Background: an optimization exercise with open tools, aiming at small area, a short achievable clock period and few clock cycles per item. Do not read the settings as production practice.
In this exercise RTL edits were held to simulation tests only and were not proved equivalent to the original.

== job 101 ==
Design fetch_top, start of the top module:
module fetch_top (
    input  logic  clk_in,
    input  logic  br_reset,
    input  logic  stall,
    input  logic  redirect_valid,
    input  logic [31:0] redirect_pc,
    output logic  out_valid,
    output logic [31:0] out_ins,
    output logic [31:0] out_pc,
    output logic [31:0] out_pred_pc,
    input  logic  upd_valid,
    input  logic [31:0] upd_pc,
    input  logic  upd_taken,
    output logic  mem_req,
    output logic [31:0] mem_addr,
    input  logic  mem_ack,
    input  logic [31:0] mem_data
);
    localparam logic [6:0] OP_JAL    = 7'b1101111;
    localparam logic [6:0] OP_BRANCH = 7'b1100011;
    logic [1:0]  ctr_q [16];
    logic [31:2] addr_q;      
    logic [31:2] np_q;        
    logic        stale_q;     
    logic        discard;
    logic        deliver;
    assign mem_addr    = {addr_q, 2'b00};
    assign out_pc      = {addr_q, 2'b00};
    assign out_pred_pc = {np_q, 2'b00};
    assign discard = mem_req && mem_ack && (stale_q || redirect_valid);
    assign deliver = mem_req && mem_ack && !stale_q && !redirect_valid && !stall;
    logic        is_jal, is_br, taken;
    logic [18:0] t_lo;
    logic        t_c;
    logic [10:0] hi_inc, hi_dec;
    logic [29:0] seq_pc;
    assign is_jal = (mem_data[6:0] == OP_JAL);
    assign is_br  = (mem_data[6:0] == OP_BRANCH);
    assign taken  = is_jal || (is_br && ctr_q[np_q[5:2]][1]);
    tgt_add tgt_add_i (.a(np_q[20:2]), .ins(mem_data), .s(t_lo), .co(t_c));
    incdec #(.N(11)) hi_id (.x(np_q[31:21]), .inc(hi_inc), .dec(hi_dec));
    logic [18:0] seq_lo;
    logic        seq_c;
    inc #(.N(19)) seq_i (.x(np_q[20:2]), .y(seq_lo), .co(seq_c));
    assign seq_pc = {seq_c ? hi_inc : np_q[31:21], seq_lo};
    logic [29:0] np_hold;     
    logic        take;        
    logic [10:0] hi_c1, hi_c0;
    logic [10:0] np_hi_c1, np_hi_c0;
    logic [29:0] np_d;
    always_comb begin
        if (br_reset) begin
            np_hold = '0;
        end else if (redirect_valid) begin
            np_hold = redirect_pc[31:2];
        end else if (deliver) begin
            np_hold = seq_pc;
        end else begin
  ...
==> module fetch_top, before the edit <==
module fetch_top (
    input  logic  clk_in,
    input  logic  br_reset,
    input  logic  stall,
    input  logic  redirect_valid,
    input  logic [31:0] redirect_pc,
    output logic  out_valid,
    output logic [31:0] out_ins,
    output logic [31:0] out_pc,
    output logic [31:0] out_pred_pc,
    input  logic  upd_valid,
    input  logic [31:0] upd_pc,
    input  logic  upd_taken,
    output logic  mem_req,
    output logic [31:0] mem_addr,
    input  logic  mem_ack,
    input  logic [31:0] mem_data
);
    localparam logic [6:0] OP_JAL    = 7'b1101111;
    localparam logic [6:0] OP_BRANCH = 7'b1100011;
    logic [1:0]  ctr_q [16];
    logic [31:2] addr_q;      
    logic [31:2] np_q;        
    logic        stale_q;     
    logic        discard;
    logic        deliver;
    assign mem_addr    = {addr_q, 2'b00};
    assign out_pc      = {addr_q, 2'b00};
    assign out_pred_pc = {np_q, 2'b00};
    assign discard = mem_req && mem_ack && (stale_q || redirect_valid);
    assign deliver = mem_req && mem_ack && !stale_q && !redirect_valid && !stall;
    logic        is_jal, is_br, taken;
    logic [18:0] t_lo;
    logic        t_c;
    logic [10:0] hi_inc, hi_dec;
    logic [29:0] seq_pc;
    assign is_jal = (mem_data[6:0] == OP_JAL);
    assign is_br  = (mem_data[6:0] == OP_BRANCH);
    assign taken  = is_jal || (is_br && ctr_q[np_q[5:2]][1]);
    tgt_add tgt_add_i (.a(np_q[20:2]), .ins(mem_data), .s(t_lo), .co(t_c));
    incdec #(.N(11)) hi_id (.x(np_q[31:21]), .inc(hi_inc), .dec(hi_dec));
    logic [18:0] seq_lo;
    logic        seq_c;
    inc #(.N(19)) seq_i (.x(np_q[20:2]), .y(seq_lo), .co(seq_c));
    assign seq_pc = {seq_c ? hi_inc : np_q[31:21], seq_lo};
    logic [29:0] np_hold;     
    logic        take;        
    logic [10:0] hi_c1, hi_c0;
    logic [10:0] np_hi_c1, np_hi_c0;
    logic [29:0] np_d;
    always_comb begin
        if (br_reset) begin
            np_hold = '0;
        end else if (redirect_valid) begin
            np_hold = redirect_pc[31:2];
        end else if (deliver) begin
            np_hold = seq_pc;
        end else begin
            np_hold = np_q;
        end
    end
    assign take  = deliver && taken && !br_reset;
    assign hi_c1 = mem_data[31] ? np_q[31:21] : hi_inc;
    assign hi_c0 = mem_data[31] ? hi_dec : np_q[31:21];
    assign np_hi_c1 = take ? hi_c1 : np_hold[29:19];
    assign np_hi_c0 = take ? hi_c0 : np_hold[29:19];
    sel2 #(.N(19)) lo_sel (.s(take), .a(t_lo), .b(np_hold[18:0]), .y(np_d[18:0]));
    sel2 #(.N(11)) hi_sel (.s(t_c), .a(np_hi_c1), .b(np_hi_c0), .y(np_d[29:19]));
    always_ff @(posedge clk_in) begin
        if (br_reset) begin
            mem_req   <= 1'b0;
            out_valid <= 1'b0;
            stale_q   <= 1'b0;
        end else begin
            out_valid <= deliver;
            if (!mem_req) begin
                if (!redirect_valid) begin
                    mem_req <= 1'b1;
                    stale_q <= 1'b0;
                end
            end else begin
                if (redirect_valid) begin
                    stale_q <= 1'b1;
                end
                if (discard) begin
                    mem_req <= 1'b0;
                end
                if (deliver) begin
                    mem_req <= 1'b0;
                end
            end
        end
    end
    always_ff @(posedge clk_in) begin
        np_q <= np_d;
    end
    logic [29:0] addr_d;
    sel2 #(.N(30)) addr_sel (.s(mem_req || redirect_valid), .a(addr_q), .b(np_q), .y(addr_d));
    always_ff @(posedge clk_in) begin
        addr_q <= addr_d;
    end
    always_ff @(posedge clk_in) begin
        out_ins <= mem_data;
    end
    for (genvar i = 0; i < 16; i++) begin : ctr_
        logic [1:0] c;
        logic [1:0] c_next;
        assign c = ctr_q[i];
        assign c_next = upd_taken ? {c[1] | c[0], c[1] | !c[0]}
                                  : {c[1] & c[0], c[1] & !c[0]};
        always_ff @(posedge clk_in) begin
            if (br_reset) begin
                ctr_q[i] <= 2'b01;
            end else if (upd_valid && upd_pc[5:2] == i) begin
                ctr_q[i] <= c_next;
            end
        end
    end
endmodule
Settings: LEC_CHECK=0, ABC_AREA=1, ABC_CLOCK_PERIOD_IN_PS=3000, CAP_MARGIN=20, CORE_MARGIN=8, CORE_UTILIZATION=40, CTS_BUF_LIST=sky130_fd_sc_hd__clkbuf_4 sky130_fd_sc_hd__clkbuf_8, CTS_CLUSTER_SIZE=30, SETUP_SLACK_MARGIN=3.4, SLEW_MARGIN=20, SYNTH_HIERARCHICAL=1, SYNTH_MINIMUM_KEEP_SIZE=0; clock period 6.0 ns.
standard.sh (not shown) runs the stock make flow with config.mk's settings and CLKGATE_MAP_FILE= SYNTH_SCRIPT=/design/flow/synth_recipe.tcl, a recipe that flattens the netlist after the stock synthesis.
==> flow/flow/run.sh <==
#!/bin/bash
# The standard layout, with the ports buffered by the smallest buffer
# instead of the flow's default pick; repair still resizes them as needed.
set -euo pipefail
export BUFFER_PORTS_ARGS="-buffer_cell sky130_fd_sc_hd__buf_1"
export REMOVE_ABC_BUFFERS=1
bash standard.sh > standard.log 2>&1
Job 101 ended with every stage complete and zero timing, DRC or antenna violations.
Testbench counts of job 101, summed over its fixed seeds: cycles 51,127, items 14,446.
### job 101 -> job 102
--- a/flow/design.v
+++ b/flow/design.v
@@ -35,19 +35,19 @@
     logic [18:0] t_lo;
     logic        t_c;
     logic [10:0] hi_inc, hi_dec;
     logic [29:0] seq_pc;
     assign is_jal = (mem_data[6:0] == OP_JAL);
     assign is_br  = (mem_data[6:0] == OP_BRANCH);
-    assign taken  = is_jal || (is_br && ctr_q[np_q[5:2]][1]);
-    tgt_add tgt_add_i (.a(np_q[20:2]), .ins(mem_data), .s(t_lo), .co(t_c));
-    incdec #(.N(11)) hi_id (.x(np_q[31:21]), .inc(hi_inc), .dec(hi_dec));
+    assign taken  = is_jal || (is_br && ctr_q[addr_q[5:2]][1]);
+    tgt_add tgt_add_i (.a(addr_q[20:2]), .ins(mem_data), .s(t_lo), .co(t_c));
+    incdec #(.N(11)) hi_id (.x(addr_q[31:21]), .inc(hi_inc), .dec(hi_dec));
     logic [18:0] seq_lo;
     logic        seq_c;
-    inc #(.N(19)) seq_i (.x(np_q[20:2]), .y(seq_lo), .co(seq_c));
-    assign seq_pc = {seq_c ? hi_inc : np_q[31:21], seq_lo};
+    inc #(.N(19)) seq_i (.x(addr_q[20:2]), .y(seq_lo), .co(seq_c));
+    assign seq_pc = {seq_c ? hi_inc : addr_q[31:21], seq_lo};
     logic [29:0] np_hold;     
     logic        take;        
     logic [10:0] hi_c1, hi_c0;
     logic [10:0] np_hi_c1, np_hi_c0;
     logic [29:0] np_d;
     always_comb begin
@@ -59,14 +59,14 @@
             np_hold = seq_pc;
         end else begin
             np_hold = np_q;
         end
     end
     assign take  = deliver && taken && !br_reset;
-    assign hi_c1 = mem_data[31] ? np_q[31:21] : hi_inc;
-    assign hi_c0 = mem_data[31] ? hi_dec : np_q[31:21];
+    assign hi_c1 = mem_data[31] ? addr_q[31:21] : hi_inc;
+    assign hi_c0 = mem_data[31] ? hi_dec : addr_q[31:21];
     assign np_hi_c1 = take ? hi_c1 : np_hold[29:19];
     assign np_hi_c0 = take ? hi_c0 : np_hold[29:19];
     sel2 #(.N(19)) lo_sel (.s(take), .a(t_lo), .b(np_hold[18:0]), .y(np_d[18:0]));
     sel2 #(.N(11)) hi_sel (.s(t_c), .a(np_hi_c1), .b(np_hi_c0), .y(np_d[29:19]));
     always_ff @(posedge clk_in) begin
         if (br_reset) begin
[summary]
Job 102 went all the way through synthesis, placement and routing and the layout is clean on timing, DRC and antenna. Job 102 against job 101: synthesized cell count fell by 12, first-iteration DRC count rose by 21%. Reported for job 102 and job 101, number of endpoints with negative hold slack in the final report turned out identical to the last digit. Looking at met2 demand-to-capacity share in global routing, job 102 sits 1.0 points higher than job 101 does. The worst setup slack of job 102 is higher than that of job 101. The lower slew at the pin closest to its max-slew limit of job 102 and job 101 is in job 101. Job 102 vs. job 101: post-cts sizing count +8; logic depth of the worst path, buffers included -1. Changes observed in job 102 relative to job 101: maximum fanout count along the critical path now sits higher; final cell count now sits lower; area growth from synthesis to layout now sits lower; sum of net half-perimeters after detailed placement now sits higher.
Testbench counts of job 102, summed over its fixed seeds: cycles 51,127, items 14,446.

what the ideal ports hide:
Ports are ideal in the flow. The routed layouts listed here were re-timed in OpenROAD. Step 1, drivers: a clkbuf_16 drives clk_in and a buf_2 each remaining input, both assumed. Step 2 times the ports against the registers' clock, not the clock port: input delays grow and output delays shrink by t, the midpoint of the rising clock arrivals with the driver on. a / b / c = ideal / step 1 / step 2; a / b = the first two.
run | t (ns) | slack for setup (ns) | worst data-port slew with drivers (ns) | pins driven straight from the clock port
job 101 | 0.494 | 3.410 / 3.360 / 2.866 | 0.17 | 1
job 102 | 0.503 | 3.478 / 3.383 / 2.880 | 0.17 | 1
After both steps setup and hold are still met in every run listed. The setup slack of job 102, which loses most, moves by -0.095 ns with the drivers and by -0.598 ns with both steps.
